What follows belongs to an exercise in optimizing a design on an open flow for small area, a short achievable clock period and few clock cycles per item; a production flow would make more cautious choices. At most, simulation tests tie the RTL to the original design; equivalence was not proved. The RTL of runs 1, 2 and 4 to 6 was laid out without a check of its function. Power is estimated from default activity; no workload was simulated.

$ cat run.sh
#!/bin/bash
# synth_recipe.tcl (not shown) runs the flow's synth.tcl, then flattens the netlist and writes it again
# the make line also repeats each setting of config.mk as NAME=value (left out here)
make -C /OpenROAD-flow-scripts/flow DESIGN_CONFIG=/design/flow/config.mk WORK_HOME=/design/flow/orfs CLKGATE_MAP_FILE= SYNTH_SCRIPT=/design/flow/synth_recipe.tcl finish
$ cat config.mk
export PLATFORM = sky130hd
export DESIGN_NAME = text_to_integer_any_base_top
export DESIGN_NICKNAME = text_to_integer_any_base_top
export VERILOG_FILES = /design/flow/design.v
export SDC_FILE = /design/flow/constraint.sdc
export NUM_CORES = 4
export LEC_CHECK = 0
export CAP_MARGIN = 20
export CORE_MARGIN = 2
export CORE_UTILIZATION = 40
export SETUP_SLACK_MARGIN = 3.5
export SLEW_MARGIN = 20
$ cat constraint.sdc
create_clock -name core_clock -period 7.0 [get_ports {clk}]
set_input_delay 1.4000 -clock core_clock [delete_from_list [all_inputs] [get_ports {clk}]]
set_output_delay 1.4000 -clock core_clock [all_outputs]
set_load 0.01 [all_outputs]
$ cat design.v
`timescale 1ns / 1ps
module tti_cfg (
	input  logic              clk,
	input  logic              arst_n,
	input  logic              cfg_valid,
	output logic              cfg_ready,
	input  logic [1:0]        cfg_index,
	input  logic [63:0]       cfg_data,
	output logic [15:0][7:0]  alpha,
	output logic [4:0]        radix,
	output logic [1:0]        written,
	output logic              cfg_fire
);
	logic [15:0][7:0] alpha_q;
	assign cfg_ready = 1'b1;
	assign cfg_fire  = cfg_valid;
	always_ff @(posedge clk) begin
		if (cfg_valid && (cfg_index == 2'd0))
			for (int k = 0; k < 8; k++) alpha_q[k] <= cfg_data[8*k +: 8];
		if (cfg_valid && (cfg_index == 2'd1))
			for (int k = 0; k < 8; k++) alpha_q[8+k] <= cfg_data[8*k +: 8];
	end
	always_ff @(posedge clk or negedge arst_n) begin
		if (!arst_n) begin
			radix   <= '0;
			written <= '0;
		end else if (cfg_valid) begin
			if (cfg_index == 2'd0) written[0] <= 1'b1;
			if (cfg_index == 2'd1) written[1] <= 1'b1;
			if (cfg_index == 2'd2) radix <= cfg_data[4:0];
		end
	end
	assign alpha = alpha_q;
endmodule
`timescale 1ns / 1ps
module tti_parse (
	input  logic              clk,
	input  logic              arst_n,
	input  logic              chars_valid,
	output logic              chars_ready,
	input  logic [7:0]        chars_ch,
	output logic              result_valid,
	input  logic              result_ready,
	output logic [31:0]       result_value,
	output logic              result_base_ok,
	input  logic [15:0][7:0]  alpha,
	input  logic [4:0]        radix,
	input  logic [1:0]        written,
	input  logic              cfg_fire
);
	localparam logic [1:0] PH_SPACE = 2'd0;
	localparam logic [1:0] PH_SIGN  = 2'd1;
	localparam logic [1:0] PH_DIGIT = 2'd2;
	localparam logic [1:0] PH_STOP  = 2'd3;
	logic       busy_q;      
	logic [3:0] row_q;       
	logic       bad_q;       
	logic       ok_q;        
	logic       a_v;         
	logic       a_row;       
	logic [3:0] a_idx;
	logic       a_hit, a_nul, a_space, a_sign, a_minus;
	logic [1:0]  ph_q;
	logic        neg_q;
	logic        res_q;
	logic        b_fire, a_free, a_load;
	logic [7:0]  x;
	logic [15:0] en, match;
	logic [3:0]  idx;
	logic        radix_ok, last_row, row_bad;
	assign radix_ok = (radix >= 5'd2) && (radix <= 5'd16);
	assign last_row = ({1'b0, row_q} + 5'd1 == radix) || (row_q == 4'd15);
	assign b_fire      = a_v && (!a_nul || !res_q || result_ready);
	assign a_free      = !a_v || b_fire;
	assign chars_ready = a_free && !busy_q;
	assign a_load      = a_free;
	assign x = busy_q ? alpha[row_q] : chars_ch;
	always_comb begin
		for (int k = 0; k < 16; k++) begin
			en[k]    = (5'(k) < radix) && !(busy_q && (row_q == 4'(k)));
			match[k] = en[k] && (alpha[k] == x);
		end
		idx = '0;
		for (int k = 0; k < 16; k++)
			if (match[k]) idx = idx | 4'(k);
	end
	always_ff @(posedge clk) begin
		if (a_load) begin
			a_idx   <= idx;
			a_hit   <= |match;
			a_nul   <= (x == 8'h00);
			a_space <= ((x >= 8'h09) && (x <= 8'h0D)) || (x == 8'h20);
			a_sign  <= (x == 8'h2B) || (x == 8'h2D);
			a_minus <= (x == 8'h2D);
		end
	end
	assign row_bad = a_hit || a_nul || a_space || a_sign;
	always_ff @(posedge clk or negedge arst_n) begin
		if (!arst_n) begin
			busy_q <= 1'b0;
			row_q  <= '0;
			bad_q  <= 1'b0;
			ok_q   <= 1'b0;
			a_v    <= 1'b0;
			a_row  <= 1'b0;
		end else begin
			if (a_load)
				a_v <= chars_valid && !busy_q;
			a_row <= busy_q && !cfg_fire;
			if (cfg_fire) begin
				busy_q <= 1'b1;
				row_q  <= '0;
				bad_q  <= 1'b0;
				ok_q   <= 1'b0;
			end else begin
				if (busy_q) begin
					row_q <= row_q + 4'd1;
					if (last_row)
						busy_q <= 1'b0;
				end
				if (a_row) begin
					bad_q <= bad_q || row_bad;
					if (!busy_q)
						ok_q <= !bad_q && !row_bad && radix_ok && written[0] && ((radix <= 5'd8) || written[1]);
				end
			end
		end
	end
	logic        in_dig, is_dig, dig_ev, hd_q;
	logic [4:0]  r_eff_q;
	logic [1:0]  ph_n;
	assign in_dig = (ph_q == PH_DIGIT);
	assign is_dig = a_hit && ok_q;
	always_comb begin
		dig_ev = 1'b0;
		ph_n   = ph_q;
		if (a_nul) begin
			ph_n = PH_SPACE;
		end else if ((ph_q == PH_SPACE) && a_space) begin
		end else if (((ph_q == PH_SPACE) || (ph_q == PH_SIGN)) && a_sign) begin
			ph_n = PH_SIGN;
		end else if (ph_q != PH_STOP) begin
			if (is_dig) begin
				dig_ev = 1'b1;
				ph_n   = PH_DIGIT;
			end else begin
				ph_n = PH_STOP;
			end
		end
	end
	localparam int BLK = 4;
	localparam int NB  = 32 / BLK;
	logic [31:0]   sum_q;
	logic [NB-1:1] cy_q;
	logic [31:0]   p0, p1, p2, p3, tx, cr;
	logic [31:0]   s1a, k1a, s1b, k1b, s2, k2, s3, k3;
	logic [31:0]   sum_n;
	logic [NB-1:1] cy_n;
	logic [31:0]   out_q;
	logic          out_has;
	assign p0 = sum_q & {32{r_eff_q[0]}};
	assign p1 = {sum_q[30:0] & {31{r_eff_q[1]}}, neg_q};
	assign p2 = {sum_q[29:0], 2'b0} & {32{r_eff_q[2]}};
	assign p3 = ({sum_q[28:0], 3'b0} & {32{r_eff_q[3]}}) | ({sum_q[27:0], 4'b0} & {32{r_eff_q[4]}});
	assign tx = {{28{neg_q}}, a_idx ^ {4{neg_q}}};
	always_comb begin
		cr = '0;
		for (int b = 1; b < NB; b++)
			for (int i = 0; i < 5; i++)
				if (BLK * b + i < 32)
					cr[BLK*b+i] = cr[BLK*b+i] | (cy_q[b] & r_eff_q[i]);
	end
	assign s1a = p0 ^ p1 ^ p2;
	assign k1a = {(p0[30:0] & p1[30:0]) | (p0[30:0] & p2[30:0]) | (p1[30:0] & p2[30:0]), 1'b0};
	assign s1b = p3 ^ cr ^ tx;
	assign k1b = {(p3[30:0] & cr[30:0]) | (p3[30:0] & tx[30:0]) | (cr[30:0] & tx[30:0]), 1'b0};
	assign s2  = s1a ^ k1a ^ s1b;
	assign k2  = {(s1a[30:0] & k1a[30:0]) | (s1a[30:0] & s1b[30:0]) | (k1a[30:0] & s1b[30:0]), 1'b0};
	assign s3  = s2 ^ k2 ^ k1b;
	assign k3  = {(s2[30:0] & k2[30:0]) | (s2[30:0] & k1b[30:0]) | (k2[30:0] & k1b[30:0]), 1'b0};
	always_comb begin
		logic [BLK:0] t;
		for (int b = 0; b < NB; b++) begin
			t = {1'b0, s3[BLK*b +: BLK]} + {1'b0, k3[BLK*b +: BLK]};
			sum_n[BLK*b +: BLK] = t[BLK-1:0];
			if (b < NB - 1)
				cy_n[b+1] = t[BLK];
		end
	end
	always_ff @(posedge clk) begin
		if (b_fire && dig_ev) begin
			sum_q <= sum_n;
			cy_q  <= cy_n;
		end
	end
	logic [31:0] cy_vec;
	always_comb begin
		cy_vec = '0;
		for (int b = 1; b < NB; b++) cy_vec[BLK*b] = cy_q[b];
	end
	always_ff @(posedge clk) begin
		if (b_fire && a_nul)
			out_q <= sum_q + cy_vec;
	end
	always_ff @(posedge clk or negedge arst_n) begin
		if (!arst_n) begin
			ph_q    <= PH_SPACE;
			neg_q   <= 1'b0;
			hd_q    <= 1'b0;
			out_has <= 1'b0;
			r_eff_q <= '0;
			res_q   <= 1'b0;
		end else begin
			if (result_ready)
				res_q <= 1'b0;
			if (b_fire) begin
				ph_q    <= ph_n;
				r_eff_q <= (ph_n == PH_DIGIT) ? radix : 5'd0;
				if (dig_ev)
					hd_q <= 1'b1;
				if (a_nul) begin
					res_q   <= 1'b1;
					neg_q   <= 1'b0;
					hd_q    <= 1'b0;
					out_has <= hd_q;
				end else if (((ph_q == PH_SPACE) || (ph_q == PH_SIGN)) && a_sign) begin
					neg_q <= neg_q ^ a_minus;
				end
			end
		end
	end
	assign result_valid   = res_q;
	assign result_value   = out_q & {32{out_has}};
	assign result_base_ok = ok_q;
endmodule
`timescale 1ns / 1ps
module text_to_integer_any_base_top (
	input  logic                      clk,
	input  logic                      arst_n,
	input  logic                      chars_valid,
	output logic                      chars_ready,
	input  logic [7:0]                chars_ch,
	output logic                      result_valid,
	input  logic                      result_ready,
	output logic signed [31:0]        result_value,
	output logic                      result_base_ok,
	input  logic                      cfg_valid,
	output logic                      cfg_ready,
	input  logic [1:0]                cfg_index,
	input  logic [63:0]               cfg_data
);
	logic [15:0][7:0] alpha;
	logic [4:0]       radix;
	logic [1:0]       written;
	logic             cfg_fire;
	tti_cfg u_cfg (
		.clk       (clk),
		.arst_n    (arst_n),
		.cfg_valid (cfg_valid),
		.cfg_ready (cfg_ready),
		.cfg_index (cfg_index),
		.cfg_data  (cfg_data),
		.alpha     (alpha),
		.radix     (radix),
		.written   (written),
		.cfg_fire  (cfg_fire)
	);
	tti_parse u_parse (
		.clk            (clk),
		.arst_n         (arst_n),
		.chars_valid    (chars_valid),
		.chars_ready    (chars_ready),
		.chars_ch       (chars_ch),
		.result_valid   (result_valid),
		.result_ready   (result_ready),
		.result_value   (result_value),
		.result_base_ok (result_base_ok),
		.alpha          (alpha),
		.radix          (radix),
		.written        (written),
		.cfg_fire       (cfg_fire)
	);
endmodule
==> impl_metrics.csv, run 1 <==
group,metric,value,unit
power,p_leak,7.37,nW
floorplanning,die_y,209,microns
routing,detail_route.vias_per_cell,5.35,
yosys,syn_area,0.0168,sq mm
global_routing,gr-usage-met1,26.1,%
power,p_switching,0.00159,W
clock_tree,hold_buffers,0,
timing,fmax,285,MHz
timing,setup_viol,0,
routing,drtPass1Iterations,5,
routing,wl_per_cell,20.7,microns
yosys,ys.flop_type,"edfxtp_1",
yosys,synth_edf_count,208,
timing,worst_pin_slew,0.944,ns
yosys,ys_seq_area_share,41.2,%
hold_path,hold_class,"reg2reg",
timing,rsz0062_at_grt,"true",
clock_tree,clk_path_buf_depth,3,
placed_design,place_area,0.0183,sq mm
critical_path,path_max_fanout,8,
finish,final_area,0.0202,sq mm
routing,drtIter0Drc,844,
clock_tree,cts_buffers,28,
power,p_seq_share,35.6,%
yosys,async_flop_share,11.5,%
clock_tree,cts_root_buffer,"clkbuf_16",
yosys,ys_warn_count,2,
floorplanning,die_w,209,microns
timing,max_slew_margin,37.1,%
timing,fin_ws,3.49,ns
global_routing,gr-usage-met3,2.87,%
clock_tree,h-tree-depth,1,
global_routing,top_usage_layer,"met2",
placed_design,routabilityCongestion,0.921,
run_status,status,"complete, no violations",
critical_path,cp.arrival,3.84,ns
power,peakVddDrop,0.000218,V
power,power_density,236,mW/mm^2
critical_path,crit_path_end_kind,"register",
critical_path,cp-start-kind,"register",
power,pwr-share-clk,29.6,%
finish,layout.nets,1791,
floorplanning,ios,115,
power,combPwrFrac,34.7,%
clock_tree,clock_sinks,235,
timing,holdWs,0.472,ns
global_routing,grt_remaining_overflow,0,
global_routing,grt_max_degree,66,
timing,timing.clock.skew,0.0156,ns
global_routing,grt_pass1_wl,67500,microns
routing,ant_nets,0,
clock_tree,cts_tree,"done",
job,maxCapViolations,0,
timing,setup_tns,0,ns
finish,syn2layout_area_growth,20.2,%
placed_design,dp_slack,2.59,ns
global_routing,antenna_found_initial,1,
floorplanning,die_area,0.0436,sq mm
floorplanning,coreArea,0.0417,sq mm
timing,period_needed,3.51,ns
floorplanning,start_util,40.3,%
floorplanning,row_count,75,
clock_tree,clk_pin_slew,0.06,ns
timing,min_period_over_period,50.2,%
routing,wl,43400,microns
yosys,syn_inst,1402,
yosys,synth_cell_type_count,85,
global_routing,grt_pass1_vias,11800,
timing,hold_viol,0,
critical_path,cp.required,7.32,ns
yosys,synthesis.nets,1649,
finish,drive_gt1_share,16.7,%
power,swShare,33.5,%
yosys,avgSynthCellArea,12.0,sq um
power,p_int,0.00316,W
yosys,synth_seq_cells,235,
global_routing,grtUsageTotal,19.9,%
critical_path,path_class,"reg2reg",
placed_design,portBuffers,113,
placed_design,dp.final_hpwl,30800,microns
global_routing,grtUsageMet2,33.7,%
routing,drc,0,
clock_tree,clock_latency,0.58,ns
timing,drv_slew,0,
routing,vias,11300,
finish,diodes,0,
-- cell usage in the layout (no fill, tap or decap), types with 23 or more instances in the layout --
cell / synthesis / routed
a21oi_1: 35 / 30
and2_1: 52 / 52
buf_4: 5 / 57
clkbuf_16: 0 / 31
clkdlybuf4s50_1: 0 / 111
edfxtp_1: 208 / 208
fa_1: 121 / 109
ha_1: 47 / 35
inv_1: 129 / 121
mux2i_1: 32 / 32
nand2_1: 129 / 128
nand3_1: 23 / 23
nor2_1: 36 / 36
xnor2_1: 141 / 141
xor2_1: 63 / 63
-- worst paths after layout --
kind / end / cells after the start / startpoint / slack (ns)
worst max-delay path: u_parse.cy_q[7] / 10 / u_parse.r_eff_q[4] / 3.49
worst min-delay path: u_cfg.written[0] / 1 / u_cfg.written[0] / 0.47
worst max register to register: u_parse.cy_q[7] / 10 / u_parse.r_eff_q[4] / 3.49
worst min register to register: u_cfg.written[0] / 1 / u_cfg.written[0] / 0.47
max in group asynchronous: u_parse.r_eff_q[4] / 2 / arst_n / 5.46
min in group asynchronous: u_parse.res_q / 2 / arst_n / 1.21
-- power groups by stage --
stage / combinational, W / clock, W / sequential (W)
after global placement: 0.00140 / 0 / 0.00174
final: 0.00165 / 0.00141 / 0.00169
after CTS: 0.00160 / 0.00144 / 0.00171
after detailed placement: 0.00141 / 0 / 0.00174
after global routing: 0.00177 / 0.00149 / 0.00170
after floorplan: 0.00121 / 0 / 0.00167
-- layout make-up --
type                            instances  area (sq um)
Multi-Input combinational cell        957          9230
Clock inverter                         19           166
Tap cell                              539           674
Inverter                              131           495
Fill cell                            3748         21500
Clock buffer                           32           716
Sequential cell                       235          6950
Timing Repair Buffer                  191          1940
-- worst max-delay path: stages (launching register included) --
cell and delay, ns:
dfrtp_4 0.55, buf_2 0.19, a22oi_2 0.18, fa_1 0.46
fa_1 0.52, inv_1 0.05, fa_2 0.44, ha_4 0.18
fa_2 0.37, a21o_1 0.17, a21o_1 0.15
-- stage by stage --
step / utilization (%) / cells / power (W)
4_1_cts: 47.5 / 2082 / 0.00475
5_1_grt: 48.4 / 2104 / 0.00495
3_3_place_gp: 44.0 / 1990 / 0.00314
3_5_place_dp: 44.0 / 1990 / 0.00315
6_report: 48.4 / 2104 / 0.00476
2_1_floorplan: - / 1402 / 0.00287
-- synth_stat cells, drive strengths merged (4+ instances only) --
master  number  area share [%]
edfxtp     208              37
xnor2      142             7.5
inv        130             2.9
nand2      129             2.9
fa         121              14
xor2        63             3.3
and2        52             1.9
clkbuf      49             1.1
ha          47             3.5
a21oi       39             1.3
mux2i       36             2.4
nor2        36            0.81
buf         32             1.8
dfrtp       27             4.0
a22oi       25             1.1
nand3       23            0.69
nand4       21            0.82
a22o        20             1.0
nor4        19             1.2
a21o        17            0.76
a31oi       16            0.78
o21ai       16            0.50
mux2        15             1.0
mux4        14             1.9
nand2b      12            0.45
nor2b       12            0.45
nor3         7            0.24
nor3b        6            0.27
o211ai       5            0.25
or2          5            0.19
and3         4            0.18
o21bai       4            0.18
-- sequential cells by signal, indices dropped and copies added, names as in the netlist, 2 cells and up --
name and flops:
u_cfg.written 2, u_parse.a_idx 4, u_parse.sum_q 32, u_cfg.alpha_q 128
u_parse.ph_q 2, u_parse.r_eff_q 5, u_parse.out_q 32, u_parse.row_q 4
u_parse.cy_q 7, u_cfg.radix 5
-- metal layers --
| metal | up-vias | wire, microns |
|---|---|---|
| li1 | 5118 | - |
| met1 | 5618 | 17900 |
| met2 | 419 | 21400 |
| met3 | 106 | 2600 |
| met4 | 2 | 1550 |
| met5 | - | 10 |
-- repair_timing --
item | in CTS | in global routing
setup buffers | 38 | 19
endpoints found under the setup margin | 76 | 26
cloned | 3 | 3
pin swaps | 12 | 27
resized for setup | 48 | 32
hold endpoints to repair | 0 | 0
-- cells by family (layout without fill, tap and decap cells) --
| logic type | count (synthesis) | count (layout) | share of synthesized area [%] |
|---|---|---|---|
| compound gates | 174 | 176 | 7.98 |
| xor+xnor | 205 | 205 | 10.7 |
| fa+ha+maj | 168 | 168 | 17.9 |
| buf+inv | 212 | 373 | 5.82 |
| flops | 235 | 235 | 41.2 |
| mux | 65 | 65 | 5.32 |
| other cells | 1 | 1 | 0.0223 |
| simple gates | 342 | 342 | 10.9 |
==> inputs of run 2 (changes only) <==
--- a/design.v
+++ b/design.v
@@ -150,3 +150,3 @@
 	end
-	localparam int BLK = 4;
+	localparam int BLK = 8;
 	localparam int NB  = 32 / BLK;
==> run 2 against run 1 <==
  * Still clean
  * Critical path type unchanged
  * First-iteration DRC count down 9.7%
  * Clock power about the same
  * Critical endpoint is now u_parse.sum_q[22]
  * Cell count up 3.0%
  * Synthesized area decreased by 2.4%
  * Via count rose by 4.6%
  * Non-clock buffer count is 44 higher
  * Largest power group is now combinational cells
  * Register-to-register slack worse by 0.37 ns
  * Maximum frequency decreased by 9.6%
  * Sequential cell count fell by 4
  * Largest cell class unchanged
==> impl_metrics.csv, run 2 <==
group,metric,value,unit
routing,drtIter0Drc,762,
yosys,synth_compound_area_share,9.59,%
yosys,yosys.area_share.simple,11.3,%
clock_tree,clock_latency,0.60,ns
global_routing,grt_pass1_vias,12500,
yosys,synth_seq_cells,231,
timing,rsz0062_at_grt,"true",
timing,worst_pin_slew,0.921,ns
routing,wl_per_cell,21.8,microns
finish,drive_gt1_share,19.1,%
critical_path,cp.arrival,4.19,ns
global_routing,grtUsageTotal,22.5,%
timing,hold_viol,0,
floorplanning,ios,115,
power,peakVddDrop,0.000209,V
yosys,synth_area_leaders,"edfxtp_1, fa_1, xnor2_1, ha_1, dfrtp_1",
hold_path,hold_class,"reg2reg",
finish,regMostFlops,"u_cfg.alpha_q",
clock_tree,clk_path_buf_depth,3,
critical_path,ff2ff_path_depth,15,
finish,layout_common_cells,"edfxtp_1, nand2_1, inv_1",
critical_path,path_max_fanout,7,
yosys,async_flop_share,11.7,%
finish,final_util,50.0,%
power,power_density,238,mW/mm^2
global_routing,antenna_found_initial,1,
run_status,status,"complete, no violations",
floorplanning,start_util,40.3,%
timing,drv_slew,0,
placed_design,dp.final_hpwl,33300,microns
clock_tree,cts_buffers,28,
job,maxCapViolations,0,
finish,nFillCells,3626,
routing,detail_route.vias_per_cell,5.44,
yosys,avgSynthCellArea,11.5,sq um
routing,drtPass1Iterations,5,
finish,layout.nets,1853,
floorplanning,die_w,206,microns
finish,top_regs,"u_cfg.alpha_q x128, u_parse.out_q x32, u_parse.sum_q x32",
finish,regArea,0.00683,sq mm
timing,min_period_over_period,55.5,%
floorplanning,die_y,206,microns
yosys,yosysTopAreaCellShare,37.4,%
yosys,syn_area,0.0164,sq mm
yosys,yosys-top-cells-count,"edfxtp_1, nand2_1, inv_1",
floorplanning,row_count,74,
yosys,synth_edf_count,204,
yosys,yosysMostFrequentCell,"edfxtp_1",
yosys,synth_mux_area_share,5.29,%
floorplanning,coreArea,0.0406,sq mm
placed_design,portBuffers,113,
yosys,ys.flop_type,"edfxtp_1",
timing,max_slew_margin,38.6,%
timing,timing.clock.skew,0.0355,ns
timing,setup_tns,0,ns
yosys,synth-xor-area-share,9.41,%
routing,wl,47200,microns
routing,ant_nets,0,
placed_design,routabilityCongestion,0.971,
yosys,synth_cell_type_count,83,
finish,syn2layout_area_growth,24.0,%
yosys,synth_fa_ha_area_share,17.1,%
clock_tree,cts_tree,"done",
critical_path,cp-start-kind,"register",
floorplanning,die_area,0.0426,sq mm
hold_path,min_from,"u_cfg.written[0]",
yosys,ys_seq_area_share,41.5,%
clock_tree,clock_sinks,231,
global_routing,grt_remaining_overflow,0,
yosys,post-synth-top-area-cell,"edfxtp_1",
yosys,synth_top_family_by_area,"adder cells",
routing,vias,11800,
critical_path,r2r_start,"u_parse.r_eff_q[4]",
critical_path,path_class,"reg2reg",
global_routing,grt_max_degree,66,
yosys,syn_inst,1427,
power,power.total,0.00484,W
routing,drc,0,
hold_path,holdPathStages,1,
finish,multi_input_area,0.00915,sq mm
yosys,synthesis.nets,1667,
yosys,ys_warn_count,2,
critical_path,r2r_slack,3.11,ns
timing,setup_viol,0,
hold_path,worstHoldEndpoint,"u_cfg.written[0]",
timing,period_needed,3.89,ns
finish,largest_reg_flops,128,
timing,fmax,257,MHz
clock_tree,clk_pin_slew,0.06,ns
clock_tree,h-tree-depth,1,
power,p_leak,7.65,nW
critical_path,cp.required,7.30,ns
critical_path,rr_endpoint,"u_parse.sum_q[22]",
critical_path,crit_path_end_kind,"register",
clock_tree,cts_root_buffer,"clkbuf_16",
global_routing,grt_pass1_wl,72400,microns
finish,mostFrequentLayoutCell,"edfxtp_1",
==> run 2: metal layers <==
| layer | vias up | global-route usage [%] | part of all wire, % |
|---|---|---|---|
| met5 | - | 0 | 0 |
| met2 | 390 | 40.8 | 52 |
| met4 | 0 | 9.95 | 4.8 |
| met3 | 120 | 2.85 | 5.1 |
| li1 | 5362 | - | - |
| met1 | 5912 | 26.8 | 38 |
==> run 2: worst max path at each step <==
stage,start,endpoint,slack [ns],cells past startpoint
floorplan,u_parse.neg_q,u_parse.sum_q[14],2.99,16
global placement,u_parse.neg_q,u_parse.sum_q[15],2.43,13
detailed placement,u_parse.neg_q,u_parse.sum_q[15],2.36,13
CTS,u_parse.r_eff_q[3],u_parse.sum_q[14],3.14,16
global route,u_parse.r_eff_q[4],u_parse.sum_q[31],2.98,14
finish,u_parse.r_eff_q[4],u_parse.sum_q[22],3.11,15
==> run 2: layout make-up <==
class,instances,share of cell area [%]
tap,532,3.28
timing repair inverter,1,0.0246
inverter,139,2.61
sequential,231,33.6
timing repair buffer,235,11.2
clock inverter,13,0.450
multi-input combinational,977,45.0
clock buffer,39,3.80
antenna,1,0.0123
==> run 2: repair_timing <==
item,in CTS,in global routing
gates cloned,1,1
setup buffers,65,35
endpoints found under the setup margin,74,36
hold buffers,0,0
gates resized for setup,85,81
pin swaps,51,51
==> run 2: logic make-up (layout without fill, tap and decap cells) <==
family                   count (synthesis)  count (layout)
multiplexers                            64              64
adder cells (fa/ha/maj)                161             161
AND/OR/NAND/NOR                        365             365
AO/OA/AOI/OAI                          210             210
buffers and inverters                  219             427
XOR/XNOR                               176             176
flip-flops                             231             231
other                                    1               2
==> run 2: through the flow <==
step | std cells | hold slack [ns] | area, sq um | worst slack, ns
final | 2168 | 0.469 | 20300 | 3.11
after global routing | 2167 | 0.495 | 20300 | 2.98
after CTS | 2131 | 0.478 | 19700 | 3.14
after detailed placement | 2013 | 0.465 | 18000 | 2.36
after global placement | 2013 | 0.450 | 18000 | 2.43
after floorplan | 1427 | 0.431 | 16400 | 2.99
==> run 2: critical path, cell delays in order (launching register included) <==
cell,delay (ns)
dfrtp_4,0.56
a22oi_2,0.22
fa_1,0.44
fa_1,0.50
inv_2,0.04
fa_1,0.53
ha_2,0.18
inv_2,0.04
fa_2,0.34
inv_2,0.07
a21oi_2,0.05
o21ai_2,0.18
a21oi_2,0.07
nor2_1,0.16
nor2_1,0.08
xnor2_1,0.15
==> run 2: where the power goes <==
group	internal [W]	leakage [nW]	switching, W
logic	0.000781	4.97	0.000994
clock network	0.000773	0.420	0.000612
registers	0.00159	2.26	0.0000965
==> inputs of run 3 (changes only) <==
--- a/design.v
+++ b/design.v
@@ -58,4 +58,10 @@
 	logic       ok_q;        
+	logic       c_v;         
+	logic       c_row;       
+	logic       c_last;      
+	logic [3:0] c_s;         
+	logic [7:0] c_ch;
 	logic       a_v;         
 	logic       a_row;       
+	logic       a_last;
 	logic [3:0] a_idx;
@@ -65,4 +71,3 @@
 	logic        res_q;
-	logic        b_fire, a_free, a_load;
-	logic [7:0]  x;
+	logic        b_fire, a_free, c_free, c_load;
 	logic [15:0] en, match;
@@ -72,11 +77,17 @@
 	assign last_row = ({1'b0, row_q} + 5'd1 == radix) || (row_q == 4'd15);
-	assign b_fire      = a_v && (!a_nul || !res_q || result_ready);
+	assign b_fire      = a_v && !(a_nul && res_q);
 	assign a_free      = !a_v || b_fire;
-	assign chars_ready = a_free && !busy_q;
-	assign a_load      = a_free;
-	assign x = busy_q ? alpha[row_q] : chars_ch;
+	assign c_free      = !c_v || a_free;
+	assign chars_ready = c_free && !busy_q;
+	assign c_load      = c_free || busy_q;
+	always_ff @(posedge clk) begin
+		if (c_load) begin
+			c_ch <= busy_q ? alpha[row_q] : chars_ch;
+			c_s  <= row_q;
+		end
+	end
 	always_comb begin
 		for (int k = 0; k < 16; k++) begin
-			en[k]    = (5'(k) < radix) && !(busy_q && (row_q == 4'(k)));
-			match[k] = en[k] && (alpha[k] == x);
+			en[k]    = c_row ? (4'(k) < c_s) : (5'(k) < radix);
+			match[k] = en[k] && (alpha[k] == c_ch);
 		end
@@ -87,9 +98,9 @@
 	always_ff @(posedge clk) begin
-		if (a_load) begin
+		if (a_free) begin
 			a_idx   <= idx;
 			a_hit   <= |match;
-			a_nul   <= (x == 8'h00);
-			a_space <= ((x >= 8'h09) && (x <= 8'h0D)) || (x == 8'h20);
-			a_sign  <= (x == 8'h2B) || (x == 8'h2D);
-			a_minus <= (x == 8'h2D);
+			a_nul   <= (c_ch == 8'h00);
+			a_space <= ((c_ch >= 8'h09) && (c_ch <= 8'h0D)) || (c_ch == 8'h20);
+			a_sign  <= (c_ch == 8'h2B) || (c_ch == 8'h2D);
+			a_minus <= (c_ch == 8'h2D);
 		end
@@ -103,8 +114,17 @@
 			ok_q   <= 1'b0;
+			c_v    <= 1'b0;
+			c_row  <= 1'b0;
+			c_last <= 1'b0;
 			a_v    <= 1'b0;
 			a_row  <= 1'b0;
+			a_last <= 1'b0;
 		end else begin
-			if (a_load)
-				a_v <= chars_valid && !busy_q;
-			a_row <= busy_q && !cfg_fire;
+			if (c_load)
+				c_v <= chars_valid && !busy_q;
+			if (a_free)
+				a_v <= c_v;
+			c_row  <= busy_q && !cfg_fire;
+			c_last <= last_row;
+			a_row  <= c_row && !cfg_fire;
+			a_last <= c_last;
 			if (cfg_fire) begin
@@ -122,3 +142,3 @@
 					bad_q <= bad_q || row_bad;
-					if (!busy_q)
+					if (a_last)
 						ok_q <= !bad_q && !row_bad && radix_ok && written[0] && ((radix <= 5'd8) || written[1]);
@@ -150,3 +170,3 @@
 	end
-	localparam int BLK = 8;
+	localparam int BLK = 4;
 	localparam int NB  = 32 / BLK;
==> run 3 against run 2 <==
  * Still clean
  * Clock power about the same
  * Cell count fell by 5.1%
  * Cell area fell by 2.9%
  * Combinational power decreased by 52%
  * Worst setup slack improved by 0.39 ns
  * Via count fell by 6.8%
  * Largest cell class unchanged
  * Largest power group is now sequential cells
==> impl_metrics.csv, run 3 <==
group,metric,value,unit
clock_tree,clk_pin_slew,0.06,ns
yosys,ys.flop_type,"edfxtp_1",
finish,nFillCells,3668,
floorplanning,start_util,40.8,%
hold_path,holdPathStages,0,
floorplanning,die_area,0.0435,sq mm
global_routing,grt_pass1_vias,11600,
yosys,yosys-top-cells-count,"edfxtp_1, inv_1, nand2_1",
routing,ant_nets,0,
power,peakVddDrop,0.000214,V
clock_tree,cts_buffers,29,
yosys,yosysTopAreaCellShare,39.5,%
hold_path,hold_class,"reg2reg",
finish,top_regs,"u_cfg.alpha_q x128, u_parse.out_q x32, u_parse.sum_q x32",
finish,largest_reg_flops,128,
global_routing,grt_remaining_overflow,0,
global_routing,grtUsageTotal,19.3,%
yosys,ys_warn_count,2,
timing,max_slew_margin,26.3,%
power,power_density,220,mW/mm^2
hold_path,worstHoldEndpoint,"u_parse.a_last",
timing,min_period_over_period,49.9,%
clock_tree,cts_root_buffer,"clkbuf_16",
finish,layout.nets,1748,
yosys,synthesis.nets,1635,
critical_path,ff2ff_path_depth,12,
finish,final_area,0.0197,sq mm
yosys,synth_seq_cells,251,
timing,timing.clock.skew,0.0115,ns
placed_design,portBuffers,113,
global_routing,grt_max_degree,66,
finish,regMostFlops,"u_cfg.alpha_q",
critical_path,cp.arrival,3.83,ns
routing,drtPass1Iterations,5,
finish,syn2layout_area_growth,17.9,%
finish,layout_common_cells,"edfxtp_1, nand2_1, inv_1",
yosys,syn_inst,1391,
clock_tree,clock_latency,0.58,ns
placed_design,routabilityCongestion,0.919,
yosys,synth_area_leaders,"edfxtp_1, fa_1, xor2_1, dfrtp_1, ha_1",
power,pwr-share-clk,32.6,%
routing,wl,41200,microns
finish,diodes,0,
finish,mostFrequentLayoutCell,"edfxtp_1",
yosys,async_flop_share,12.4,%
timing,fmax,286,MHz
yosys,synth_cell_type_count,64,
critical_path,r2r_slack,3.51,ns
floorplanning,die_y,208,microns
finish,drive_gt1_share,12.7,%
clock_tree,cts_tree,"done",
floorplanning,row_count,74,
yosys,post-synth-top-area-cell,"edfxtp_1",
critical_path,path_max_fanout,16,
power,combPwrFrac,19.7,%
job,maxCapViolations,0,
routing,vias,11000,
timing,hold_viol,0,
global_routing,antenna_found_initial,0,
placed_design,dp.final_hpwl,29200,microns
routing,wl_per_cell,20.0,microns
routing,drtIter0Drc,738,
clock_tree,clk_path_buf_depth,3,
global_routing,grt_pass1_wl,65800,microns
power,p_switching,0.00135,W
yosys,yosysMostFrequentCell,"edfxtp_1",
clock_tree,h-tree-depth,1,
clock_tree,clock_sinks,251,
yosys,syn_area,0.0167,sq mm
critical_path,path_class,"reg2reg",
yosys,ys_seq_area_share,44.1,%
yosys,synth_edf_count,220,
yosys,avgSynthCellArea,12.0,sq um
placed_design,place_area,0.0183,sq mm
timing,drv_slew,0,
timing,rsz0062_at_grt,"true",
timing,setup_viol,0,
critical_path,r2r_start,"u_parse.r_eff_q[0]",
floorplanning,die_w,208,microns
timing,period_needed,3.49,ns
power,p_int,0.00300,W
run_status,status,"complete, no violations",
power,p_seq_share,47.6,%
critical_path,cp.required,7.33,ns
power,swShare,31.0,%
routing,drc,0,
floorplanning,ios,115,
critical_path,cp-start-kind,"register",
critical_path,crit_path_end_kind,"register",
routing,detail_route.vias_per_cell,5.34,
timing,setup_tns,0,ns
power,p_leak,7.25,nW
floorplanning,coreArea,0.0410,sq mm
timing,worst_pin_slew,1.11,ns
hold_path,min_from,"u_parse.c_last",
critical_path,rr_endpoint,"u_parse.sum_q[13]",
==> run 3: worst max-delay path by stage <==
stage,cells past startpoint,from,to
finish,12,u_parse.r_eff_q[0],u_parse.sum_q[13]
global placement,9,u_parse.neg_q,u_parse.cy_q[7]
global route,14,u_parse.r_eff_q[0],u_parse.cy_q[6]
floorplan,10,u_parse.neg_q,u_parse.cy_q[7]
detailed placement,9,u_parse.neg_q,u_parse.cy_q[5]
CTS,12,u_parse.r_eff_q[0],u_parse.sum_q[21]
==> run 3: logic make-up (layout without fill, tap and decap cells) <==
logic type	count (synthesis)	count (layout)	synth area share (%)
other cells	1	1	0.0224
compound gates	152	152	6.48
fa+ha+maj	165	165	17.8
simple gates	358	358	11.1
flops	251	251	44.1
mux	56	56	5.19
buf+inv	222	356	5.60
xor+xnor	186	186	9.74
==> run 3: repair_timing <==
item | 4_1_cts | 5_1_grt
setup endpoints to repair | 67 | 44
pin swaps | 2 | 10
cloned | 1 | 1
hold buffers | 0 | 0
buffers inserted | 13 | 30
gates resized for setup | 20 | 22
==> run 3: area by class of cell <==
cell class	count	area (sq um)	area share [%]
Clock inverter	12	95.1	0.482
Timing Repair Buffer	168	1650	8.38
Tap cell	532	666	3.37
Clock buffer	40	777	3.94
Inverter	136	514	2.61
Multi-Input combinational cell	918	8620	43.7
Sequential cell	251	7400	37.5
==> run 3: stage by stage <==
step	hold WS (ns)	setup slack, ns	power [W]	util [%]	std cells
5_1_grt	0.370	3.41	0.00454	48.1	2057
3_3_place_gp	0.336	2.85	0.00292	44.6	1959
6_report	0.360	3.51	0.00434	48.1	2057
3_5_place_dp	0.352	2.82	0.00293	44.6	1959
2_1_floorplan	0.331	3.20	0.00267	-	1391
4_1_cts	0.366	3.45	0.00436	47.2	2025
==> run 3: power by group through the flow <==
stage	logic, W	registers, W	clock network, W
4_1_cts	0.000827	0.00208	0.00145
3_5_place_dp	0.000819	0.00211	0
3_3_place_gp	0.000816	0.00211	0
2_1_floorplan	0.000857	0.00181	0
5_1_grt	0.000938	0.00209	0.00151
6_report	0.000856	0.00207	0.00142
==> run 3: worst max-delay path: stages, from the launching register on <==
cell and delay, ns:
dfrtp_2 0.44, buf_4 0.16, buf_16 0.15, a22o_1 0.22, fa_1 0.47, inv_1 0.05
fa_1 0.47, inv_1 0.05, fa_1 0.51, ha_4 0.14, inv_2 0.03, fa_2 0.51
inv_1 0.04
==> run 3: metal layers <==
layer	global-route usage, %	routed length [microns]	share of wire (%)	vias to the layer above
met5	0	0	0	-
met4	4.94	1040	2.5	0
met1	26.0	17600	43	5558
met2	33.0	20600	50	320
met3	2.37	1970	4.8	60
li1	-	-	-	5045
Testbench counts of run 3, summed over its fixed seeds: cycles 18,101, chars 17,357.
==> inputs of run 4 (changes only) <==
--- a/design.v
+++ b/design.v
@@ -63,13 +63,16 @@
 	logic [7:0] c_ch;
+	logic [1:0] ph_q;
+	logic       neg_q;
+	logic       hd_q;        
 	logic       a_v;         
-	logic       a_row;       
-	logic       a_last;
-	logic [3:0] a_idx;
-	logic       a_hit, a_nul, a_space, a_sign, a_minus;
-	logic [1:0]  ph_q;
-	logic        neg_q;
-	logic        res_q;
-	logic        b_fire, a_free, c_free, c_load;
+	logic       a_term;      
+	logic       a_has;       
+	logic [4:0] a_r;         
+	logic [3:0] a_d;         
+	logic       a_neg;       
+	logic       res_q;
+	logic        b_fire, a_free, c_free, c_load, c_go;
 	logic [15:0] en, match;
 	logic [3:0]  idx;
+	logic        hit, is_nul, is_space, is_sign, is_minus;
 	logic        radix_ok, last_row, row_bad;
@@ -77,5 +80,6 @@
 	assign last_row = ({1'b0, row_q} + 5'd1 == radix) || (row_q == 4'd15);
-	assign b_fire      = a_v && !(a_nul && res_q);
+	assign b_fire      = a_v && !(a_term && res_q);
 	assign a_free      = !a_v || b_fire;
 	assign c_free      = !c_v || a_free;
+	assign c_go        = c_v && a_free;
 	assign chars_ready = c_free && !busy_q;
@@ -97,13 +101,8 @@
 	end
-	always_ff @(posedge clk) begin
-		if (a_free) begin
-			a_idx   <= idx;
-			a_hit   <= |match;
-			a_nul   <= (c_ch == 8'h00);
-			a_space <= ((c_ch >= 8'h09) && (c_ch <= 8'h0D)) || (c_ch == 8'h20);
-			a_sign  <= (c_ch == 8'h2B) || (c_ch == 8'h2D);
-			a_minus <= (c_ch == 8'h2D);
-		end
-	end
-	assign row_bad = a_hit || a_nul || a_space || a_sign;
+	assign hit      = |match;
+	assign is_nul   = (c_ch == 8'h00);
+	assign is_space = ((c_ch >= 8'h09) && (c_ch <= 8'h0D)) || (c_ch == 8'h20);
+	assign is_sign  = (c_ch == 8'h2B) || (c_ch == 8'h2D);
+	assign is_minus = (c_ch == 8'h2D);
+	assign row_bad  = hit || is_nul || is_space || is_sign;
 	always_ff @(posedge clk or negedge arst_n) begin
@@ -117,5 +116,2 @@
 			c_last <= 1'b0;
-			a_v    <= 1'b0;
-			a_row  <= 1'b0;
-			a_last <= 1'b0;
 		end else begin
@@ -123,8 +119,4 @@
 				c_v <= chars_valid && !busy_q;
-			if (a_free)
-				a_v <= c_v;
 			c_row  <= busy_q && !cfg_fire;
 			c_last <= last_row;
-			a_row  <= c_row && !cfg_fire;
-			a_last <= c_last;
 			if (cfg_fire) begin
@@ -140,5 +132,5 @@
 				end
-				if (a_row) begin
+				if (c_row) begin
 					bad_q <= bad_q || row_bad;
-					if (a_last)
+					if (c_last)
 						ok_q <= !bad_q && !row_bad && radix_ok && written[0] && ((radix <= 5'd8) || written[1]);
@@ -148,19 +140,23 @@
 	end
-	logic        in_dig, is_dig, dig_ev, hd_q;
-	logic [4:0]  r_eff_q;
-	logic [1:0]  ph_n;
-	assign in_dig = (ph_q == PH_DIGIT);
-	assign is_dig = a_hit && ok_q;
+	logic       dig_op;
+	logic [1:0] ph_n;
+	logic       neg_n, hd_n;
 	always_comb begin
-		dig_ev = 1'b0;
+		dig_op = 1'b0;
 		ph_n   = ph_q;
-		if (a_nul) begin
-			ph_n = PH_SPACE;
-		end else if ((ph_q == PH_SPACE) && a_space) begin
-		end else if (((ph_q == PH_SPACE) || (ph_q == PH_SIGN)) && a_sign) begin
-			ph_n = PH_SIGN;
+		neg_n  = neg_q;
+		hd_n   = hd_q;
+		if (is_nul) begin
+			ph_n  = PH_SPACE;
+			neg_n = 1'b0;
+			hd_n  = 1'b0;
+		end else if ((ph_q == PH_SPACE) && is_space) begin
+		end else if (((ph_q == PH_SPACE) || (ph_q == PH_SIGN)) && is_sign) begin
+			ph_n  = PH_SIGN;
+			neg_n = neg_q ^ is_minus;
 		end else if (ph_q != PH_STOP) begin
-			if (is_dig) begin
-				dig_ev = 1'b1;
+			if (hit && ok_q) begin
+				dig_op = 1'b1;
 				ph_n   = PH_DIGIT;
+				hd_n   = 1'b1;
 			end else begin
@@ -170,2 +166,27 @@
 	end
+	always_ff @(posedge clk or negedge arst_n) begin
+		if (!arst_n) begin
+			ph_q  <= PH_SPACE;
+			neg_q <= 1'b0;
+			hd_q  <= 1'b0;
+			a_v   <= 1'b0;
+		end else begin
+			if (c_go) begin
+				ph_q  <= ph_n;
+				neg_q <= neg_n;
+				hd_q  <= hd_n;
+			end
+			if (a_free)
+				a_v <= c_v;
+		end
+	end
+	always_ff @(posedge clk) begin
+		if (a_free) begin
+			a_term <= is_nul;
+			a_has  <= hd_q;
+			a_r    <= !(c_v && dig_op) ? 5'd1 : ((ph_q == PH_DIGIT) ? radix : 5'd0);
+			a_d    <= (c_v && dig_op) ? idx : 4'd0;
+			a_neg  <= c_v && dig_op && neg_q;
+		end
+	end
 	localparam int BLK = 4;
@@ -178,9 +199,9 @@
 	logic [NB-1:1] cy_n;
+	logic [31:0]   cy_vec;
 	logic [31:0]   out_q;
-	logic          out_has;
-	assign p0 = sum_q & {32{r_eff_q[0]}};
-	assign p1 = {sum_q[30:0] & {31{r_eff_q[1]}}, neg_q};
-	assign p2 = {sum_q[29:0], 2'b0} & {32{r_eff_q[2]}};
-	assign p3 = ({sum_q[28:0], 3'b0} & {32{r_eff_q[3]}}) | ({sum_q[27:0], 4'b0} & {32{r_eff_q[4]}});
-	assign tx = {{28{neg_q}}, a_idx ^ {4{neg_q}}};
+	assign p0 = sum_q & {32{a_r[0]}};
+	assign p1 = {sum_q[30:0] & {31{a_r[1]}}, a_neg};
+	assign p2 = {sum_q[29:0], 2'b0} & {32{a_r[2]}};
+	assign p3 = ({sum_q[28:0], 3'b0} & {32{a_r[3]}}) | ({sum_q[27:0], 4'b0} & {32{a_r[4]}});
+	assign tx = {{28{a_neg}}, a_d ^ {4{a_neg}}};
 	always_comb begin
@@ -190,3 +211,3 @@
 				if (BLK * b + i < 32)
-					cr[BLK*b+i] = cr[BLK*b+i] | (cy_q[b] & r_eff_q[i]);
+					cr[BLK*b+i] = cr[BLK*b+i] | (cy_q[b] & a_r[i]);
 	end
@@ -210,8 +231,5 @@
 	always_ff @(posedge clk) begin
-		if (b_fire && dig_ev) begin
-			sum_q <= sum_n;
-			cy_q  <= cy_n;
-		end
+		sum_q <= sum_n;
+		cy_q  <= cy_n;
 	end
-	logic [31:0] cy_vec;
 	always_comb begin
@@ -221,34 +239,15 @@
 	always_ff @(posedge clk) begin
-		if (b_fire && a_nul)
-			out_q <= sum_q + cy_vec;
+		if (a_v && a_term && !res_q)
+			out_q <= (sum_q + cy_vec) & {32{a_has}};
 	end
 	always_ff @(posedge clk or negedge arst_n) begin
-		if (!arst_n) begin
-			ph_q    <= PH_SPACE;
-			neg_q   <= 1'b0;
-			hd_q    <= 1'b0;
-			out_has <= 1'b0;
-			r_eff_q <= '0;
-			res_q   <= 1'b0;
-		end else begin
-			if (result_ready)
-				res_q <= 1'b0;
-			if (b_fire) begin
-				ph_q    <= ph_n;
-				r_eff_q <= (ph_n == PH_DIGIT) ? radix : 5'd0;
-				if (dig_ev)
-					hd_q <= 1'b1;
-				if (a_nul) begin
-					res_q   <= 1'b1;
-					neg_q   <= 1'b0;
-					hd_q    <= 1'b0;
-					out_has <= hd_q;
-				end else if (((ph_q == PH_SPACE) || (ph_q == PH_SIGN)) && a_sign) begin
-					neg_q <= neg_q ^ a_minus;
-				end
-			end
-		end
+		if (!arst_n)
+			res_q <= 1'b0;
+		else if (a_v && a_term && !res_q)
+			res_q <= 1'b1;
+		else if (result_ready)
+			res_q <= 1'b0;
 	end
 	assign result_valid   = res_q;
-	assign result_value   = out_q & {32{out_has}};
+	assign result_value   = out_q;
 	assign result_base_ok = ok_q;
==> run 4 against run 3 <==
  * Sequential power down 6%
  * Clock power about the same
  * Highest routed layer unchanged
  * Synthesized area down 2.6%
==> impl_metrics.csv, run 4 <==
group,metric,value,unit
yosys,ys_seq_area_share,42.2,%
power,peakVddDrop,0.000233,V
yosys,ys_warn_count,2,
placed_design,portBuffers,113,
placed_design,place_area,0.0178,sq mm
yosys,yosysMostFrequentCell,"edfxtp_1",
job,maxCapViolations,0,
floorplanning,coreArea,0.0400,sq mm
routing,detail_route.vias_per_cell,5.26,
finish,final_area,0.0191,sq mm
hold_path,hold_class,"reg2reg",
power,p_switching,0.00131,W
finish,regMostFlops,"u_cfg.alpha_q",
finish,mostFrequentLayoutCell,"edfxtp_1",
routing,wl_per_cell,19.7,microns
critical_path,cp-start-kind,"register",
clock_tree,clock_sinks,246,
routing,drtIter0Drc,720,
hold_path,holdPathStages,0,
global_routing,grt_pass1_wl,62600,microns
clock_tree,clk_path_buf_depth,3,
timing,rsz0062_at_grt,"true",
clock_tree,cts_buffers,27,
global_routing,grt_pass1_vias,11200,
global_routing,gr-usage-met1,25.0,%
yosys,synth_seq_cells,246,
timing,setup_tns,0,ns
timing,drv_slew,0,
yosys,syn_inst,1385,
timing,period_needed,3.41,ns
clock_tree,h-tree-depth,1,
hold_path,min_from,"u_parse.hd_q",
yosys,yosysTopAreaCellShare,33.9,%
power,pwr-share-clk,34.0,%
yosys,synth_area_leaders,"edfxtp_1, fa_1, xor2_1, dfxtp_1, dfrtp_1",
hold_path,worstHoldEndpoint,"u_parse.a_has",
power,p_int,0.00292,W
global_routing,grtUsageTotal,19.1,%
finish,drive_gt1_share,12.0,%
power,p_seq_share,45.8,%
timing,setup_viol,0,
yosys,ys.flop_type,"edfxtp_1",
critical_path,max_stage_delay,0.55,ns
global_routing,top_usage_layer,"met2",
timing,timing.clock.skew,0.0206,ns
timing,fmax,293,MHz
finish,syn2layout_area_growth,17.4,%
clock_tree,cts_tree,"done",
critical_path,path_cells,"buf_4, buf_12, nand2_1, fa_1, inv_1, fa_1, inv_1, fa_1, inv_1, ha_2, fa_2, a21o_1, a21o_1",
finish,layout.nets,1729,
yosys,post-synth-top-area-cell,"edfxtp_1",
routing,drc,0,
power,power.total,0.00423,W
global_routing,gr-usage-met3,2.55,%
yosys,syn_area,0.0163,sq mm
critical_path,ff2ff_path_depth,13,
critical_path,r2r_slack,3.59,ns
global_routing,antenna_found_initial,0,
critical_path,rr_endpoint,"u_parse.cy_q[6]",
critical_path,crit_path_end_kind,"register",
critical_path,path_max_fanout,10,
critical_path,path_delay_family,"adder cells",
global_routing,grtUsageMet2,33.4,%
critical_path,path_class,"reg2reg",
yosys,yosys-top-cells-count,"edfxtp_1, nand2_1, xor2_1",
run_status,status,"complete, no violations",
power,combPwrFrac,20.2,%
floorplanning,row_count,73,
placed_design,routabilityCongestion,0.894,
floorplanning,start_util,40.7,%
timing,fin_ws,3.59,ns
power,power_density,221,mW/mm^2
critical_path,cp_slowest_cell,"fa_1",
placed_design,dp.final_hpwl,28500,microns
clock_tree,cts_root_buffer,"clkbuf_16",
routing,wl,40000,microns
timing,hold_viol,0,
floorplanning,die_area,0.0424,sq mm
yosys,synthesis.nets,1629,
routing,drtPass1Iterations,7,
yosys,synth_edf_count,184,
timing,min_period_over_period,48.8,%
finish,layout_common_cells,"edfxtp_1, nand2_1, xor2_1",
clock_tree,clock_latency,0.57,ns
finish,largest_reg_flops,128,
timing,max_slew_margin,26.4,%
placed_design,dp_slack,2.60,ns
routing,vias,10700,
yosys,avgSynthCellArea,11.8,sq um
global_routing,grt_max_degree,66,
finish,top_regs,"u_cfg.alpha_q x128, u_parse.out_q x32, u_parse.sum_q x32",
floorplanning,die_y,206,microns
power,swShare,31.0,%
floorplanning,ios,115,
power,p_leak,7.25,nW
yosys,synth_cell_type_count,81,
finish,diodes,0,
critical_path,r2r_start,"u_parse.a_r[0]",
critical_path,worst-path-buf-inv,5,
timing,worst_pin_slew,1.10,ns
critical_path,cp.arrival,3.88,ns
clock_tree,clk_pin_slew,0.06,ns
yosys,async_flop_share,9.35,%
global_routing,grt_remaining_overflow,0,
routing,ant_nets,0,
floorplanning,die_w,206,microns
critical_path,cp.required,7.47,ns
[run 4: cell families after synthesis]
kind of cell | Yosys count | synth area share (%)
AND/OR/NAND/NOR | 340 | 10.7
flip-flops | 246 | 42.2
buffers and inverters | 216 | 6.04
XOR/XNOR | 182 | 9.83
AO/OA/AOI/OAI | 170 | 7.59
adder cells (fa/ha/maj) | 165 | 18.2
multiplexers | 65 | 5.32
other | 1 | 0.0230
[run 4: layout make-up]
cell class | instances | area, sq um
well taps | 525 | 657
flip-flops and latches | 246 | 6880
repair buffers | 157 | 1630
multi-input cells | 923 | 8580
repair inverters | 1 | 7.51
fillers | 3639 | 20900
clock buffers | 36 | 719
clock inverters | 14 | 165
inverters | 129 | 488
[run 4: layer usage]
layer  up-vias  routed length [microns]
li1       4969                        -
met1      5355                    16800
met2       304                    20400
met3        58                     1870
met4         0                     1010
met5         -                        0
[run 4: worst max-delay path by stage]
| stage | startpoint | endpoint | slack [ns] | cells after the start |
|---|---|---|---|---|
| floorplan | u_parse.a_neg | u_parse.cy_q[6] | 3.13 | 12 |
| detailed placement | u_parse.a_neg | u_parse.cy_q[6] | 2.60 | 11 |
| finish | u_parse.a_r[0] | u_parse.cy_q[6] | 3.59 | 13 |
| CTS | u_parse.a_r[1] | u_parse.cy_q[6] | 3.42 | 12 |
| global route | u_parse.a_r[0] | u_parse.cy_q[6] | 3.42 | 13 |
| global placement | u_parse.a_neg | u_parse.cy_q[6] | 2.63 | 11 |
[run 4: repair_timing]
action	4_1_cts	5_1_grt
pin swaps	0	15
hold buffers	0	0
gates cloned	1	3
setup buffers	10	18
endpoints found under the setup margin	35	16
resized for setup	3	27
[run 4: stage by stage]
stage,instances,utilization [%],hold slack [ns]
after CTS,2008,46.9,0.453
final,2031,47.8,0.462
after global placement,1947,44.4,0.442
after global routing,2031,47.8,0.462
after detailed placement,1947,44.4,0.442
after floorplan,1385,-,0.423
[run 4: worst reg2reg max path: stages (launching register included)]
cell      delay [ns]
edfxtp_1        0.38
buf_4           0.14
buf_12          0.13
nand2_1         0.09
fa_1            0.55
inv_1           0.06
fa_1            0.53
inv_1           0.05
fa_1            0.49
inv_1           0.04
ha_2            0.17
fa_2            0.35
a21o_1          0.16
a21o_1          0.16
[run 4: power groups by stage]
stage / clock network, W / registers (W) / logic [W]
detailed placement: 0 / 0.00200 / 0.000793
finish: 0.00144 / 0.00194 / 0.000857
floorplan: 0 / 0.00174 / 0.000857
global placement: 0 / 0.00200 / 0.000793
CTS: 0.00147 / 0.00197 / 0.000799
global route: 0.00153 / 0.00196 / 0.000925
==> inputs of run 5 (changes only) <==
--- a/config.mk
+++ b/config.mk
@@ -10,3 +10,3 @@
 export CORE_UTILIZATION = 40
-export SETUP_SLACK_MARGIN = 3.5
+export SETUP_SLACK_MARGIN = 4.0
 export SLEW_MARGIN = 20
==> run 5 against run 4 <==
  * Critical path depth fell by 1
  * Total power rose by 1.7%
  * Sequential power fell by 3%
  * Register-to-register slack barely moved
  * Core utilization rose by 2.4 points
  * Cell count rose by 2.0%
  * Combinational power rose by 14%
  * Highest routed layer unchanged
  * Global-route usage rose by 1.3 points
  * Worst setup slack improved by 0.0075 ns
  * Clock power barely moved
  * Non-clock buffer count rose by 40
==> impl_metrics.csv, run 5 <==
group,metric,value,unit
routing,vias,11100,
yosys,async_flop_share,9.35,%
global_routing,antenna_found_initial,0,
hold_path,hold_class,"reg2reg",
clock_tree,cts_root_buffer,"clkbuf_16",
critical_path,path_cells,"buf_6, buf_4, buf_16, a22oi_2, fa_1, fa_1, inv_2, fa_1, ha_4, fa_2, a21o_1, a21o_1",
global_routing,grtUsageTotal,20.5,%
critical_path,crit_path_end_kind,"register",
power,p_leak,7.58,nW
power,swShare,31.4,%
yosys,synth_top_family_by_area,"adder cells",
clock_tree,cts_buffers,27,
critical_path,cp-startpoint,"u_parse.a_r[3]",
floorplanning,start_util,40.7,%
critical_path,cpMostUsedCell,"fa_1",
floorplanning,ios,115,
job,maxCapViolations,0,
hold_path,holdPathStages,0,
routing,drtIter0Drc,801,
routing,drc,0,
finish,top_regs,"u_cfg.alpha_q x128, u_parse.out_q x32, u_parse.sum_q x32",
clock_tree,clk_pin_slew,0.07,ns
yosys,post-synth-top-area-cell,"edfxtp_1",
critical_path,ff2ff_path_depth,12,
timing,worst_pin_slew,1.01,ns
floorplanning,die_y,206,microns
yosys,ys_seq_area_share,42.2,%
critical_path,max_stage_delay,0.46,ns
placed_design,place_area,0.0178,sq mm
critical_path,path_max_fanout,18,
floorplanning,die_w,206,microns
hold_path,min_from,"u_parse.hd_q",
timing,setup_tns,0,ns
floorplanning,coreArea,0.0400,sq mm
yosys,yosys-top-cells-count,"edfxtp_1, nand2_1, xor2_1",
critical_path,cp_slowest_cell,"fa_1",
finish,regMostFlops,"u_cfg.alpha_q",
yosys,synth_edf_count,184,
yosys,yosysMostFrequentCell,"edfxtp_1",
yosys,synth_fa_ha_area_share,18.2,%
yosys,yosys.area_share.simple,10.7,%
power,p_switching,0.00135,W
critical_path,r2r_slack,3.59,ns
yosys,avgSynthCellArea,11.8,sq um
yosys,ys_warn_count,2,
critical_path,r2r_start,"u_parse.a_r[3]",
routing,ant_nets,0,
critical_path,cp-start-kind,"register",
placed_design,routabilityCongestion,0.889,
timing,drv_slew,0,
power,peakVddDrop,0.000207,V
timing,setup_viol,0,
finish,largest_reg_flops,128,
yosys,ys.flop_type,"edfxtp_1",
yosys,syn_area,0.0163,sq mm
critical_path,cp.required,7.47,ns
clock_tree,cts_tree,"done",
timing,holdWs,0.460,ns
power,p_seq_share,43.8,%
yosys,synth-xor-area-share,9.83,%
routing,detail_route.vias_per_cell,5.38,
timing,max_slew_margin,32.7,%
timing,period_needed,3.41,ns
power,combPwrFrac,22.6,%
run_status,status,"complete, no violations",
yosys,synth_cell_type_count,81,
power,p_int,0.00295,W
clock_tree,clock_latency,0.58,ns
yosys,synthesis.nets,1629,
critical_path,rr_endpoint,"u_parse.cy_q[5]",
clock_tree,clock_sinks,246,
routing,drtPass1Iterations,5,
floorplanning,die_area,0.0424,sq mm
finish,layout_common_cells,"edfxtp_1, xor2_1, nand2_1",
clock_tree,h-tree-depth,1,
floorplanning,row_count,73,
yosys,synth_compound_area_share,7.59,%
finish,final_area,0.0201,sq mm
routing,wl_per_cell,20.8,microns
hold_path,worstHoldEndpoint,"u_parse.a_has",
placed_design,dp.final_hpwl,28600,microns
timing,timing.clock.skew,0.0135,ns
global_routing,grt_pass1_vias,11700,
timing,rsz0062_at_grt,"true",
finish,final_util,50.2,%
timing,fmax,294,MHz
power,pwr-share-clk,33.6,%
finish,instances_no_fill,2072,
yosys,syn_inst,1385,
timing,hold_viol,0,
clock_tree,clk_path_buf_depth,3,
global_routing,grt_max_degree,66,
clock_tree,hold_buffers,0,
yosys,yosysTopAreaCellShare,33.9,%
power,power_density,214,mW/mm^2
global_routing,grt_remaining_overflow,0,
timing,min_period_over_period,48.7,%
finish,mostFrequentLayoutCell,"edfxtp_1",
finish,syn2layout_area_growth,23.3,%
yosys,synth_seq_cells,246,
finish,layout.nets,1770,
global_routing,grt_pass1_wl,66400,microns
finish,diodes,0,
placed_design,placedCellCount,1946,
critical_path,cp.arrival,3.87,ns
yosys,synth_area_leaders,"edfxtp_1, fa_1, xor2_1, dfxtp_1, dfrtp_1",
routing,wl,43000,microns
placed_design,portBuffers,113,
finish,drive_gt1_share,19.8,%
yosys,synth_mux_area_share,5.32,%
critical_path,path_class,"reg2reg",
## run 5: cell counts after synthesis
No cell type changed its count.
## run 5: stage by stage
step	setup WS (ns)	power (W)
2_1_floorplan	3.15	0.00260
3_3_place_gp	2.67	0.00279
3_5_place_dp	2.59	0.00279
4_1_cts	3.56	0.00426
5_1_grt	3.48	0.00449
6_report	3.59	0.00431
## run 5: kinds of logic (layout without fill, tap and decap cells)
kind of cell,Yosys count,in the layout
AO/OA/AOI/OAI,170,170
AND/OR/NAND/NOR,340,341
adder cells (fa/ha/maj),165,165
buffers and inverters,216,377
flip-flops,246,246
XOR/XNOR,182,182
multiplexers,65,65
other,1,1
## run 5: critical path, delay by kind of cell (launching register included)
kind,cells,cell delay [ns]
AOI/OAI and AO/OA,3,0.52
adders and majority gates,5,1.83
buffers and inverters,4,0.56
DFF,1,0.38
## run 5: layout make-up
type / instances / area [sq um]
well taps: 525 / 657
clock inverters: 17 / 179
repair inverters: 1 / 7.51
multi-input cells: 924 / 8950
repair buffers: 197 / 2220
inverters: 129 / 488
fillers: 3513 / 19900
flip-flops and latches: 246 / 6890
clock buffers: 33 / 708
## run 5: metal layers
metal,GRT usage (%),wire length [microns],share of wire (%),up-vias
li1,-,-,-,5080
met4,7.17,1520,3.5,0
met5,0,0,0,-
met3,2.63,1960,4.6,90
met2,36.3,22200,52,360
met1,25.7,17300,40,5618
## run 5: power groups by stage
stage | Combinational, W | Clock [W] | Sequential [W]
after global routing | 0.00104 | 0.00154 | 0.00190
after floorplan | 0.000857 | 0 | 0.00174
after detailed placement | 0.000796 | 0 | 0.00200
final | 0.000973 | 0.00145 | 0.00189
after global placement | 0.000795 | 0 | 0.00199
after CTS | 0.000825 | 0.00148 | 0.00196
## run 5: how the worst max path moves through the flow
stage / end / slack [ns] / cells after the start
CTS: u_parse.sum_q[31] / 3.56 / 14
floorplan: u_parse.cy_q[6] / 3.15 / 12
global placement: u_parse.cy_q[6] / 2.67 / 11
global route: u_parse.sum_q[31] / 3.48 / 13
finish: u_parse.cy_q[5] / 3.59 / 12
detailed placement: u_parse.cy_q[6] / 2.59 / 11
## run 5: repair_timing
item / CTS / global route
setup buffers: 46 / 18
endpoints found under the setup margin: 139 / 79
resized for setup: 118 / 47
cloned: 11 / 1
pin swaps: 90 / 68
==> inputs of run 6 (changes only) <==
--- a/design.v
+++ b/design.v
@@ -61,3 +61,2 @@
 	logic       c_last;      
-	logic [3:0] c_s;         
 	logic [7:0] c_ch;
@@ -89,3 +88,2 @@
 			c_ch <= busy_q ? alpha[row_q] : chars_ch;
-			c_s  <= row_q;
 		end
@@ -94,3 +92,3 @@
 		for (int k = 0; k < 16; k++) begin
-			en[k]    = c_row ? (4'(k) < c_s) : (5'(k) < radix);
+			en[k]    = c_row ? (4'(k) < row_q - 4'd1) : (5'(k) < radix);
 			match[k] = en[k] && (alpha[k] == c_ch);
--- a/config.mk
+++ b/config.mk
@@ -10,3 +10,3 @@
 export CORE_UTILIZATION = 40
-export SETUP_SLACK_MARGIN = 4.0
+export SETUP_SLACK_MARGIN = 3.0
 export SLEW_MARGIN = 20
==> run 6 against run 5 <==
  * Wire length fell by 7.4%
  * Count of clock-buffer cells in the layout fell by 2
  * Core utilization fell by 3.0 points
  * Clock power rose by 3%
  * Register-to-register slack got worse by 0.17 ns
  * Largest cell class unchanged
  * Still clean
  * Sequential cell count fell by 4
  * Maximum frequency fell by 4.8%
==> impl_metrics.csv, run 6 <==
group,metric,value,unit
yosys,ys_warn_count,2,
global_routing,grtUsageTotal,19.6,%
yosys,synth_seq_cells,242,
power,power_density,232,mW/mm^2
clock_tree,clock_sinks,242,
critical_path,crit_path_end_kind,"register",
finish,mostFrequentLayoutCell,"edfxtp_1",
routing,wl_per_cell,19.8,microns
run_status,status,"complete, no violations",
power,power.total,0.00438,W
clock_tree,h-tree-depth,1,
yosys,yosysMostFrequentCell,"edfxtp_1",
global_routing,antenna_found_initial,0,
routing,vias,10500,
global_routing,grt_pass1_vias,11000,
timing,drv_slew,0,
hold_path,holdPathStages,0,
critical_path,ff2ff_path_depth,10,
yosys,ys.flop_type,"edfxtp_1",
yosys,avgSynthCellArea,11.8,sq um
placed_design,portBuffers,113,
clock_tree,cts_buffers,28,
yosys,synthesis.nets,1627,
yosys,post-synth-top-area-cell,"edfxtp_1",
finish,layout_common_cells,"edfxtp_1, inv_1, xor2_1",
critical_path,path_max_fanout,42,
placed_design,dp_slack,2.07,ns
yosys,yosys-top-cells-count,"edfxtp_1, inv_1, xor2_1",
yosys,syn_inst,1380,
global_routing,grt_remaining_overflow,0,
timing,hold_viol,0,
yosys,synth_cell_type_count,77,
placed_design,routabilityCongestion,0.899,
clock_tree,clk_path_buf_depth,3,
finish,top_regs,"u_cfg.alpha_q x128, u_parse.out_q x32, u_parse.sum_q x32",
finish,largest_reg_flops,128,
yosys,synth_area_leaders,"edfxtp_1, fa_1, xor2_1, mux4_2, dfxtp_1",
timing,setup_tns,0,ns
clock_tree,cts_tree,"done",
critical_path,path_class,"reg2reg",
routing,wl,39800,microns
floorplanning,ios,115,
yosys,syn_area,0.0163,sq mm
clock_tree,cts_root_buffer,"clkbuf_16",
critical_path,cp.required,7.33,ns
floorplanning,row_count,73,
floorplanning,die_y,206,microns
floorplanning,coreArea,0.0399,sq mm
floorplanning,die_area,0.0423,sq mm
critical_path,cp.arrival,3.90,ns
placed_design,dp.final_hpwl,29000,microns
timing,fin_ws,3.42,ns
finish,regMostFlops,"u_cfg.alpha_q",
yosys,synth_edf_count,180,
timing,max_slew_margin,22.8,%
routing,ant_nets,0,
floorplanning,die_w,206,microns
finish,syn2layout_area_growth,15.7,%
power,p_leak,7.33,nW
clock_tree,clock_latency,0.60,ns
yosys,async_flop_share,9.50,%
job,maxCapViolations,0,
global_routing,grt_max_degree,66,
finish,diodes,0,
timing,fmax,279,MHz
timing,min_period_over_period,51.1,%
clock_tree,clk_pin_slew,0.07,ns
finish,drive_gt1_share,9.10,%
routing,drtPass1Iterations,5,
critical_path,r2r_slack,3.42,ns
clock_tree,hold_buffers,0,
finish,nFillCells,3565,
timing,worst_pin_slew,1.16,ns
timing,rsz0062_at_grt,"false",
critical_path,rr_endpoint,"u_parse.a_r[4]",
critical_path,cp-start-kind,"register",
routing,drc,0,
power,peakVddDrop,0.000237,V
hold_path,worstHoldEndpoint,"u_parse.a_has",
routing,detail_route.vias_per_cell,5.24,
finish,layout.nets,1709,
global_routing,grt_pass1_wl,63600,microns
routing,drtIter0Drc,645,
floorplanning,start_util,40.8,%
timing,period_needed,3.58,ns
timing,timing.clock.skew,0.0319,ns
yosys,ys_seq_area_share,41.6,%
yosys,yosysTopAreaCellShare,33.2,%
hold_path,hold_class,"reg2reg",
timing,setup_viol,0,
hold_path,min_from,"u_parse.hd_q",
critical_path,r2r_start,"u_parse.row_q[1]",
-- run 6: how the worst max path moves through the flow --
stage,from,end,slack (ns),depth (start not counted)
CTS,u_parse.row_q[0],u_parse.a_r[4],3.30,10
global route,u_parse.row_q[0],u_parse.a_r[4],3.18,10
global placement,u_parse.a_neg,u_parse.cy_q[3],2.13,13
finish,u_parse.row_q[1],u_parse.a_r[4],3.42,10
floorplan,u_parse.a_neg,u_parse.cy_q[3],3.03,14
detailed placement,u_parse.a_neg,u_parse.cy_q[6],2.07,13
-- run 6: routing by layer --
layer  global-route usage (%)  routed length, microns  share of wire [%]
met3                     2.66                    1750                4.4
met5                        0                       0                  0
met2                     33.9                   20100                 51
met1                     25.2                   16400                 41
met4                     7.22                    1600                4.0
-- run 6: critical path, stage by stage, from the launching register on --
cell and delay, ns:
dfrtp_1 0.32, buf_4 0.48, inv_1 0.20, ha_1 0.33, xnor2_1 0.53, o32ai_1 0.17
o311ai_0 0.39, o211a_1 0.26, nand4_1 0.17, o21a_4 0.28, and3_1 0.17
-- run 6: logic make-up after synthesis --
| kind of cell | share of synthesized area [%] |
|---|---|
| AO/OA/AOI/OAI | 6.26 |
| XOR/XNOR | 10.1 |
| adder cells (fa/ha/maj) | 18.5 |
| buffers and inverters | 5.81 |
| flip-flops | 41.6 |
| multiplexers | 6.62 |
| other | 0.0230 |
| AND/OR/NAND/NOR | 11.2 |
-- run 6: repair_timing --
| action | CTS | global route |
|---|---|---|
| resized for setup | 1 | 1 |
| buffers inserted | 4 | 0 |
| gates cloned | 1 | 0 |
| pin swaps | 0 | 0 |
| endpoints found under the setup margin | 34 | 4 |
| endpoints found under the hold margin | 0 | 0 |
-- run 6: area by class of cell --
type                    instances  area (sq um)  area share (%)
well taps                     525           657            3.49
inverters                     162           612            3.25
clock inverters                21           216            1.15
repair buffers                129          1260            6.68
repair inverters                1          7.51          0.0399
clock buffers                  31           732            3.89
flip-flops and latches        242          6760            35.9
multi-input cells             898          8590            45.6
-- run 6: power breakdown --
part / switching (W) / internal, W / total, W
combinational: 0.000497 / 0.000483 / 0.000980
sequential: 0.000269 / 0.00163 / 0.00190
clock: 0.000626 / 0.000868 / 0.00149
-- run 6: stage by stage --
stage | utilization [%] | area, sq um | hold slack [ns] | cells
floorplan | - | 16300 | 0.425 | 1380
global placement | 44.7 | 17800 | 0.436 | 1951
detailed placement | 44.7 | 17800 | 0.442 | 1951
CTS | 47.1 | 18800 | 0.457 | 2008
global route | 47.2 | 18800 | 0.466 | 2009
finish | 47.2 | 18800 | 0.452 | 2009

Setup slack of run 6, layout unchanged: 3.422 ns with ideal ports, 3.422 ns with driving cells assumed (clock clkbuf_16, inputs buf_2), 3.307 ns with port delays also shifted by the 0.635 ns mid clock arrival.
